This is an optimization exercise on Yosys and OpenROAD, whose aim is small area, a short achievable clock period and few clock cycles per item, not a production implementation.
Function was checked by simulation only, so behaviour that the tests miss may differ from the original.
No activity file was given, so power comes from the tool's default toggle rates.

`design.v`:
```
package ipcr_pkg;
  localparam int SAMPLES_DEF = 128;
  localparam int SLOTS_DEF = 3;
  localparam logic [14:0] TIMEOUT_RST = 15'd4096;
  localparam logic [15:0] LOW_SAT = 16'h7FFF;
  localparam logic [15:0] HIGH_FLAG = 16'h8000;
  localparam logic [15:0] END_WORD = 16'hFFFF;
  localparam logic [1:0] FUNC_TICK = 2'd0;
  localparam logic [1:0] FUNC_LEARN = 2'd1;
  localparam logic [1:0] FUNC_REPLAY = 2'd2;
  typedef enum logic [1:0] {
    MODE_IDLE,
    MODE_LEARN,
    MODE_REPLAY
  } mode_t;
  typedef enum logic [2:0] {
    ST_IDLE,
    ST_EXEC,
    ST_READ,
    ST_CHECK,
    ST_DONE
  } state_t;
  typedef struct packed {
    logic capture;
    logic exec;
    logic read;
    logic check;
    logic load_out;
  } ctrl_cmd_t;
  typedef struct packed {
    logic fetch_req;
    logic idx_end;
    logic word_end;
    logic word_zero;
    logic out_free;
  } ctrl_sts_t;
endpackage
module ipcr_ctrl (
  input  logic                 clk,
  input  logic                 rst_n,
  input  logic                 in_valid,
  output logic                 in_ready,
  input  ipcr_pkg::ctrl_sts_t  sts,
  output ipcr_pkg::ctrl_cmd_t  cmd
);
  ipcr_pkg::state_t state_r, state_nxt;
  always_ff @(posedge clk) begin
    if (!rst_n) begin
      state_r <= ipcr_pkg::ST_IDLE;
    end else begin
      state_r <= state_nxt;
    end
  end
  always_comb begin
    state_nxt = state_r;
    cmd = '0;
    in_ready = 1'b0;
    case (state_r)
      ipcr_pkg::ST_IDLE: begin
        in_ready = 1'b1;
        if (in_valid) begin
          cmd.capture = 1'b1;
          state_nxt = ipcr_pkg::ST_EXEC;
        end
      end
      ipcr_pkg::ST_EXEC: begin
        cmd.exec = 1'b1;
        state_nxt = sts.fetch_req ? ipcr_pkg::ST_READ : ipcr_pkg::ST_DONE;
      end
      ipcr_pkg::ST_READ: begin
        cmd.read = 1'b1;
        state_nxt = sts.idx_end ? ipcr_pkg::ST_DONE : ipcr_pkg::ST_CHECK;
      end
      ipcr_pkg::ST_CHECK: begin
        cmd.check = 1'b1;
        if (sts.word_end || !sts.word_zero) begin
          state_nxt = ipcr_pkg::ST_DONE;
        end else begin
          state_nxt = ipcr_pkg::ST_READ;
        end
      end
      ipcr_pkg::ST_DONE: begin
        if (sts.out_free) begin
          cmd.load_out = 1'b1;
          state_nxt = ipcr_pkg::ST_IDLE;
        end
      end
      default: begin
        state_nxt = ipcr_pkg::ST_IDLE;
      end
    endcase
  end
endmodule
module ipcr_dp #(
  parameter int SAMPLES = ipcr_pkg::SAMPLES_DEF,
  parameter int SLOTS = ipcr_pkg::SLOTS_DEF
) (
  input  logic                 clk,
  input  logic                 rst_n,
  input  logic [1:0]           in_func,
  input  logic [1:0]           in_slot,
  input  logic                 in_level,
  input  logic                 cfg_wr_en,
  input  logic [14:0]          cfg_wr_data,
  input  ipcr_pkg::ctrl_cmd_t  cmd,
  output ipcr_pkg::ctrl_sts_t  sts,
  input  logic                 out_ready,
  output logic                 out_valid,
  output logic [15:0]          out_data
);
  localparam int IDX_W = $clog2(SAMPLES + 1);
  localparam int SLOT_W = (SLOTS > 1) ? $clog2(SLOTS) : 1;
  localparam int DEPTH = SLOTS * SAMPLES;
  localparam int ADDR_W = $clog2(DEPTH);
  localparam logic [IDX_W-1:0] IDX_END = IDX_W'(SAMPLES);
  logic [1:0]        func_r, func_nxt;
  logic [1:0]        slot_r, slot_nxt;
  logic              level_r, level_nxt;
  logic              carrier_r, carrier_nxt;
  logic              done_r, done_nxt;
  ipcr_pkg::mode_t   mode_r, mode_nxt;
  logic [SLOT_W-1:0] slot_act_r, slot_act_nxt;
  logic [IDX_W-1:0]  idx_r, idx_nxt;
  logic [15:0]       tick_r, tick_nxt;
  logic              phase_r, phase_nxt;
  logic              await_r, await_nxt;
  logic [14:0]       timeout_r;
  logic [IDX_W-1:0]  hwm_r [SLOTS];
  logic [IDX_W-1:0]  hwm_nxt;
  logic              hwm_we;
  logic [15:0]       rd_data_r;
  logic              out_valid_r, out_valid_nxt;
  logic              out_carrier_r;
  logic              out_busy_r;
  logic              out_done_r;
  logic [7:0]        out_index_r;
  logic [15:0]       mem [DEPTH];
  logic [ADDR_W-1:0] addr;
  logic              mem_we;
  logic [15:0]       mem_wdata;
  logic              rd_en;
  logic [IDX_W-1:0]  hwm_cur;
  logic [IDX_W-1:0]  idx_inc;
  logic              idx_full;
  logic              idx_end;
  logic [15:0]       tick_inc;
  logic [15:0]       tick_dec;
  logic [15:0]       word_sel;
  logic              slot_ok;
  logic              fetch_req;
  assign hwm_cur = hwm_r[slot_act_r];
  assign idx_inc = idx_r + 1'b1;
  assign idx_full = (idx_inc >= IDX_END);
  assign idx_end = (idx_r >= IDX_END);
  assign tick_inc = tick_r + 16'd1;
  assign tick_dec = (tick_r != 16'd0) ? tick_r - 16'd1 : 16'd0;
  assign word_sel = (idx_r >= hwm_cur) ? ipcr_pkg::END_WORD : rd_data_r;
  assign slot_ok = (int'(slot_r) < SLOTS);
  assign addr = ADDR_W'(slot_act_r) * ADDR_W'(SAMPLES) + ADDR_W'(idx_r);
  assign rd_en = cmd.read && !idx_end;
  always_comb begin
    func_nxt = func_r;
    slot_nxt = slot_r;
    level_nxt = level_r;
    carrier_nxt = carrier_r;
    done_nxt = done_r;
    mode_nxt = mode_r;
    slot_act_nxt = slot_act_r;
    idx_nxt = idx_r;
    tick_nxt = tick_r;
    phase_nxt = phase_r;
    await_nxt = await_r;
    hwm_nxt = hwm_cur;
    hwm_we = 1'b0;
    mem_we = 1'b0;
    mem_wdata = tick_r & ipcr_pkg::LOW_SAT;
    fetch_req = 1'b0;
    if (cmd.capture) begin
      func_nxt = in_func;
      slot_nxt = in_slot;
      level_nxt = in_level;
      carrier_nxt = 1'b0;
      done_nxt = 1'b0;
    end
    if (cmd.exec) begin
      if ((func_r == ipcr_pkg::FUNC_LEARN || func_r == ipcr_pkg::FUNC_REPLAY) && slot_ok) begin
        slot_act_nxt = SLOT_W'(slot_r);
        idx_nxt = '0;
        tick_nxt = 16'd0;
        phase_nxt = 1'b0;
        await_nxt = 1'b0;
        if (func_r == ipcr_pkg::FUNC_LEARN) begin
          mode_nxt = ipcr_pkg::MODE_LEARN;
          await_nxt = 1'b1;
        end else begin
          mode_nxt = ipcr_pkg::MODE_REPLAY;
          fetch_req = 1'b1;
        end
      end else if (func_r == ipcr_pkg::FUNC_TICK && mode_r == ipcr_pkg::MODE_LEARN) begin
        if (await_r) begin
          if (!level_r) begin
            await_nxt = 1'b0;
            phase_nxt = 1'b0;
            tick_nxt = 16'd1;
          end
        end else if (!phase_r) begin
          if (!level_r) begin
            if (tick_r < ipcr_pkg::LOW_SAT) begin
              tick_nxt = tick_inc;
            end
          end else begin
            mem_we = 1'b1;
            mem_wdata = tick_r & ipcr_pkg::LOW_SAT;
            hwm_we = 1'b1;
            hwm_nxt = (idx_inc > hwm_cur) ? idx_inc : hwm_cur;
            idx_nxt = idx_inc;
            if (idx_full) begin
              mode_nxt = ipcr_pkg::MODE_IDLE;
              done_nxt = 1'b1;
            end else begin
              phase_nxt = 1'b1;
              tick_nxt = 16'd1;
              if (timeout_r == 15'd0) begin
                hwm_nxt = idx_inc;
                idx_nxt = IDX_END;
                mode_nxt = ipcr_pkg::MODE_IDLE;
                done_nxt = 1'b1;
              end
            end
          end
        end else begin
          if (level_r) begin
            tick_nxt = tick_inc;
            if (tick_inc > {1'b0, timeout_r}) begin
              hwm_we = 1'b1;
              hwm_nxt = idx_r;
              idx_nxt = IDX_END;
              mode_nxt = ipcr_pkg::MODE_IDLE;
              done_nxt = 1'b1;
            end
          end else begin
            mem_we = 1'b1;
            mem_wdata = ipcr_pkg::HIGH_FLAG | (tick_r & ipcr_pkg::LOW_SAT);
            hwm_we = 1'b1;
            hwm_nxt = (idx_inc > hwm_cur) ? idx_inc : hwm_cur;
            idx_nxt = idx_inc;
            if (idx_full) begin
              mode_nxt = ipcr_pkg::MODE_IDLE;
              done_nxt = 1'b1;
            end else begin
              phase_nxt = 1'b0;
              tick_nxt = 16'd1;
            end
          end
        end
      end else if (func_r == ipcr_pkg::FUNC_TICK && mode_r == ipcr_pkg::MODE_REPLAY) begin
        carrier_nxt = !phase_r;
        tick_nxt = tick_dec;
        if (tick_dec == 16'd0) begin
          idx_nxt = idx_inc;
          fetch_req = 1'b1;
        end
      end
    end
    if (cmd.read && idx_end) begin
      mode_nxt = ipcr_pkg::MODE_IDLE;
      done_nxt = 1'b1;
    end
    if (cmd.check) begin
      if (word_sel == ipcr_pkg::END_WORD) begin
        mode_nxt = ipcr_pkg::MODE_IDLE;
        done_nxt = 1'b1;
      end else if (word_sel[14:0] != 15'd0) begin
        tick_nxt = {1'b0, word_sel[14:0]};
        phase_nxt = word_sel[15];
      end else begin
        idx_nxt = idx_inc;
      end
    end
    if (cmd.load_out) begin
      out_valid_nxt = 1'b1;
    end else if (out_ready) begin
      out_valid_nxt = 1'b0;
    end else begin
      out_valid_nxt = out_valid_r;
    end
  end
  always_comb begin
    sts.fetch_req = fetch_req;
    sts.idx_end = idx_end;
    sts.word_end = (word_sel == ipcr_pkg::END_WORD);
    sts.word_zero = (word_sel[14:0] == 15'd0);
    sts.out_free = !out_valid_r || out_ready;
  end
  always_ff @(posedge clk) begin
    if (!rst_n) begin
      mode_r <= ipcr_pkg::MODE_IDLE;
      slot_act_r <= '0;
      idx_r <= '0;
      tick_r <= 16'd0;
      phase_r <= 1'b0;
      await_r <= 1'b0;
      timeout_r <= ipcr_pkg::TIMEOUT_RST;
      out_valid_r <= 1'b0;
      for (int i = 0; i < SLOTS; i++) begin
        hwm_r[i] <= '0;
      end
    end else begin
      mode_r <= mode_nxt;
      slot_act_r <= slot_act_nxt;
      idx_r <= idx_nxt;
      tick_r <= tick_nxt;
      phase_r <= phase_nxt;
      await_r <= await_nxt;
      out_valid_r <= out_valid_nxt;
      if (cfg_wr_en) begin
        timeout_r <= cfg_wr_data;
      end
      if (hwm_we) begin
        hwm_r[slot_act_r] <= hwm_nxt;
      end
    end
  end
  always_ff @(posedge clk) begin
    func_r <= func_nxt;
    slot_r <= slot_nxt;
    level_r <= level_nxt;
    carrier_r <= carrier_nxt;
    done_r <= done_nxt;
    if (cmd.load_out) begin
      out_carrier_r <= carrier_r;
      out_busy_r <= (mode_r != ipcr_pkg::MODE_IDLE);
      out_done_r <= done_r;
      out_index_r <= 8'(idx_r);
    end
  end
  always_ff @(posedge clk) begin
    if (mem_we) begin
      mem[addr] <= mem_wdata;
    end
    if (rd_en) begin
      rd_data_r <= mem[addr];
    end
  end
  assign out_valid = out_valid_r;
  assign out_data = {5'b0, out_index_r, out_done_r, out_busy_r, out_carrier_r};
endmodule
module ir_pulse_capture_replay #(
  parameter int SAMPLES = ipcr_pkg::SAMPLES_DEF,
  parameter int SLOTS = ipcr_pkg::SLOTS_DEF
) (
  input  logic        clk,
  input  logic        rst_n,
  input  logic        in_tvalid,
  output logic        in_tready,
  input  logic [7:0]  in_tdata,     
  input  logic [1:0]  in_tuser,     
  output logic        out_tvalid,
  input  logic        out_tready,
  output logic [15:0] out_tdata,    
  input  logic        cfg_wr_en,
  input  logic [14:0] cfg_wr_data
);
  ipcr_pkg::ctrl_cmd_t cmd;
  ipcr_pkg::ctrl_sts_t sts;
  ipcr_ctrl u_ctrl (
    .clk      (clk),
    .rst_n    (rst_n),
    .in_valid (in_tvalid),
    .in_ready (in_tready),
    .sts      (sts),
    .cmd      (cmd)
  );
  ipcr_dp #(
    .SAMPLES (SAMPLES),
    .SLOTS   (SLOTS)
  ) u_dp (
    .clk         (clk),
    .rst_n       (rst_n),
    .in_func     (in_tuser),
    .in_slot     (in_tdata[1:0]),
    .in_level    (in_tdata[2]),
    .cfg_wr_en   (cfg_wr_en),
    .cfg_wr_data (cfg_wr_data),
    .cmd         (cmd),
    .sts         (sts),
    .out_ready   (out_tready),
    .out_valid   (out_tvalid),
    .out_data    (out_tdata)
  );
endmodule
```
`run.sh`:
```
#!/bin/bash
# synth_recipe.tcl (not shown) runs the flow's synth.tcl, then flattens the netlist and writes it again
# the make line also repeats each setting of config.mk as NAME=value (left out here)
make -C /OpenROAD-flow-scripts/flow DESIGN_CONFIG=/design/flow/config.mk WORK_HOME=/design/flow/orfs CLKGATE_MAP_FILE= SYNTH_SCRIPT=/design/flow/synth_recipe.tcl finish
```
`config.mk`:
```
export PLATFORM = sky130hd
export DESIGN_NAME = ir_pulse_capture_replay
export DESIGN_NICKNAME = ir_pulse_capture_replay
export VERILOG_FILES = /design/flow/design.v
export SDC_FILE = /design/flow/constraint.sdc
export NUM_CORES = 4
export LEC_CHECK = 0
export CAP_MARGIN = 20
export CORE_MARGIN = 2
export CORE_UTILIZATION = 40
export SLEW_MARGIN = 20
export SYNTH_MEMORY_MAX_BITS = 8192
```
`constraint.sdc`:
```
create_clock -name core_clock -period 10.0 [get_ports {clk}]
set_input_delay 2.0000 -clock core_clock [delete_from_list [all_inputs] [get_ports {clk}]]
set_output_delay 2.0000 -clock core_clock [all_outputs]
set_load 0.01 [all_outputs]
```
==> flow_results.org <==
** Outcome
- The run finished with no timing, DRC or antenna violations.

** Synth
- Yosys warning count :: 2
- Cells after Synth :: around 11000
- After synthesis, the netlist uses just over 80 different library cells.
- Proportion of synthesized flip-flops having asynchronous set or reset :: 0%
- Area share of the leading cell type in the synthesized netlist :: between 70% and 80%
- Prevailing post-synth register cell :: edfxtp_1
- Summing every instance area after synthesis gives between 0.2 and 0.25 mm^2.
- In this run, synthesis inferred 6208 flip-flops with an integrated enable.
- The largest total area in the synthesized netlist belongs to edfxtp_1.
- Mean Syn Cell Area :: 22.63 um^2
- Sequential share of the synthesized area :: 76.98%
- After synthesis, the cell types taking the most area are edfxtp_1 (77%), mux4_2 (17%), nor2_1 (0.79%).
- Number of flip-flops and latches in the synthesized netlist :: 6261

** Detailed routing
- Antenna Violating Nets Remaining :: 0
- Dividing the detail-routed via count by the number of cells gives roughly 6.0.
- Routed wire length :: between 600000 and 700000 um
- For this block, the initial DRC count from the detailed router was about 17000.
- DR vias :: 118800
- The first detailed-routing pass took 7 iterations.
- After detailed routing, the average wire length per cell comes to between 30 and 40 um.
- DRC errors left :: 0

** Clock network
- Hold_buf cts :: 0
- Clock tree from TritonCTS :: done
- The clock passes through at most 4 buffers.
- Clock Pin Slew Worst Setup and Hold Paths :: 0.07 ns
- Number of H-tree levels :: 6
- The cell sitting at the root of the clock tree is a clkbuf_16.
- Skew-Pair Late Insertion Delay :: around 1.1 ns
- The tree built by TritonCTS fans out to between 6000 and 7000 sinks.
- Buffers inserted during clock tree synthesis total approximately 620.
- Resize count post-CTS :: 0
- After clock tree synthesis, the setup repair step added 0 buffers.

** Power and ir drop
- Power per cell area :: about 190 mW/mm^2
- VDD IR-drop max :: approximately 0.00017 V
- The design draws 52.17 mW.
- Static power due to leakage :: roughly 91 nW

** Setup path
- Slowest stage cell on the critical path :: dfxtp_4
- Among cell families on the critical path, the largest total delay comes from buffers and inverters.
- Start-to-end type of the worst setup path :: reg2reg
- Startpoint class of the critical path :: flip-flop
- The endpoint identified for the worst register-to-register timing path is u_dp.rd_data_r[13].
- The worst register-to-register path begins at u_dp.idx_r[0].
- Series of cell instances along the critical path :: buf_4 > buf_12 > buf_4 > mux4_2 > mux4_2 > a221oi_1 > nand4_1 > nand4b_1 > or3_1
- Along the worst path, the maximum fanout reaches 82.
- The worst register-to-register path has a setup slack of about 4.1 ns.
- Critical Path AT :: slightly below 7 ns
- STA puts the critical path data required time at 10.85 ns.
- Crit-path max cell delay :: ~0.84 ns
- Number of buffer and inverter instances along the worst setup path :: 3
- STA classifies the critical path endpoint as a flip-flop.
- Number of cells traversed by the worst register-to-register path :: 9

** Die
- The core region is 0.6065 mm^2.
- The initial utilization of the core area, before any placement, comes to 40.16%.
- Floorplan row count :: around 290
- In this run the horizontal extent of the chip is about 780 um.
- Total Die Area :: 0.6152 mm^2
- IO Pins :: 48
- Die Y :: between 700 and 800 um

** Placement
- Gpl congestion :: between 0.8 and 0.9
- During placement, the flow inserted port buffers numbering 37.
- Detailed Place HPWL :: between 300000 and 400000 um
- Counting tap cells, the placed design contains a total of approximately 19000 instances.
- At the placement stage, the worst setup path has a slack of approximately 4 ns.

** Final layout
- In the layout the commonest cells are edfxtp_1 (6208), mux4_2 (1824), clkbuf_16 (640), buf_4 (504), nor2_1 (315).
- Once layout is complete, the cells apart from fillers number 19940.
- Most common library cell in the layout ignoring fill and taps :: edfxtp_1
- The final layout contains 11410 nets.
- Final core area utilization :: ~46%
- Fraction of final layout cells with drive strength greater than 1 :: between 20% and 30%
- Relative to the synthesized area, the layout overhead comes to 13.67%.

** Worst hold path
- The path class of the tightest hold or removal check is reg2reg.
- Hold-critical path endpoint :: u_dp.out_carrier_r
- Source of the worst hold timing path :: u_dp.carrier_r
- Cell depth of the worst hold path :: 0

** STA
- In the finished design, the share of the clock period the worst path needs comes to 59.28%.
- In the final timing run, aggregate negative setup slack is 0 ns.
- Worst slew pin tran :: 1.208 ns
- In this run the tightest slew margin relative to its limit is between 10% and 20%.
- Achievable clock frequency :: 168.7 MHz
- Pins Over Slew Limit :: 0
- Setup violations remaining at the end of the flow were counted as 0.
- Worst-case clock skew :: 0.03872 ns
- The hold violation total from the final report was 0.
- Min Tclk post-route :: slightly below 6 ns
- Setup slack closes at 4.072 ns.
- Setup repair after global routing left no endpoint under its margin.

** Global routing
- For met3 alone, demand over resource in global routing was under 10%.
- Total routing resource utilization after global routing :: between 20% and 30%
- Global routing consumed, on the met1 layer, 28.77% of the routing resources.
- The via count of the first global-routing pass was 118400.
- met2 is the most crowded layer.
- Entering global routing, the biggest net connects around 230 pins.
- The first global-routing pass estimated about 920000 um of wire.
- Initial antenna violation count :: 34
- After global routing the overflow that remains totals 0.
- Met2 usage in global routing :: about a third

** Job
- Max capacitance violation total :: 0
## layer usage
layer	up-vias	wire length (um)
met4	0	26770
li1	47030	-
met2	6254	316400
met5	-	0
met3	1028	62950
met1	64500	255200
## power breakdown
part           leakage (nW)  switching (mW)  total (mW)  internal [mW]
clock                  9.82            9.92        23.2           13.3
combinational          17.4           0.279       0.385          0.106
sequential             63.6          0.0295        28.5           28.5
## how the worst max path moves through the flow
stage,cells past startpoint,slack [ns],start,to
after global routing,10,3.78,u_dp.idx_r[0],u_dp.rd_data_r[7]
final,9,4.07,u_dp.idx_r[0],u_dp.rd_data_r[13]
after detailed placement,10,4.04,u_dp.idx_r[0],u_dp.rd_data_r[9]
after global placement,10,4.04,u_dp.idx_r[0],u_dp.rd_data_r[9]
after floorplan,13,0.47,u_dp.tick_r[7],u_dp.hwm_r[1][0]
after CTS,10,4.01,u_dp.idx_r[0],u_dp.rd_data_r[9]
## cell families after synthesis
logic type	after synthesis	share of synthesized area (%)
flops	6261	76.98
mux	1995	17.57
simple gates	1189	2.177
buf+inv	694	1.417
compound gates	555	1.553
fa+ha+maj	42	0.2158
xor+xnor	25	0.08990
other cells	1	0.001540
## registers in the layout, summed over array words and instances (netlist names), 2 cells and up, named ones only
register	flops
u_dp.slot_r	2
u_dp.mode_r	2
u_dp.slot_act_r	2
u_dp.idx_r	8
u_dp.tick_r	16
u_dp.hwm_r	32
u_dp.rd_data_r	16
u_dp.timeout_r	15
u_dp.mem	6144
u_dp.out_index_r	8
u_dp.func_r	2
u_ctrl.state_r	3
## per-stage QoR
stage,cell area (um^2),hold WS [ns]
6_report,276800,0.4581
5_1_grt,276800,0.4659
4_1_cts,276400,0.4615
3_5_place_dp,256300,0.4517
3_3_place_gp,256000,0.4283
2_1_floorplan,243600,0.4085
## Yosys cell counts (47+ instances only)
| cell | count |
|---|---|
| a22oi_1 | 95 |
| a32oi_1 | 52 |
| dfxtp_1 | 53 |
| nand2_1 | 288 |
| buf_4 | 93 |
| nand3_1 | 119 |
| inv_1 | 47 |
| mux2i_1 | 169 |
| edfxtp_1 | 6208 |
| buf_2 | 167 |
| o21ai_0 | 88 |
| a21oi_1 | 129 |
| nor3_1 | 48 |
| mux4_2 | 1824 |
| clkbuf_1 | 295 |
| buf_1 | 52 |
| nor2_1 | 515 |
## cell type report
type	instances	area (um^2)
repair buffers	591	5115
multi-input cells	3811	53680
clock buffers	762	16470
inverters	49	191.4
fillers	49550	329700
diodes	29	72.57
clock inverters	368	3672
flip-flops and latches	6261	187600
well taps	8064	10090
Testbench counts, summed over its fixed seeds: cycles 624,237, items 201,555.

==> what the ideal ports hide <==
The flow's constraints put no driver on any port. The routed layout listed below was extracted and timed again, unchanged, in two steps.
Step 1 (the two cells are an assumption about what drives the block):
set clk [get_ports {clk}]
set_driving_cell -lib_cell sky130_fd_sc_hd__clkbuf_16 $clk
set_driving_cell -lib_cell sky130_fd_sc_hd__buf_2 [delete_from_list [all_inputs] $clk]
Step 2 times the ports against the registers' clock, not the clock port: input delays grow and output delays shrink by t, the midpoint of the rising clock arrivals with the driver on.
Slacks: ideal ports / drivers / drivers and shift; pairs: ideal ports / drivers.
t (ns): 1.218
slack for setup (ns): 4.072 / 4.072 / 4.072
hold WS [ns]: 0.458 / 0.458 / 0.458
After both steps setup and hold are still met in this run. For this run, drivers alone change the setup slack by 0.000 ns; drivers and shift together by 0.000 ns.
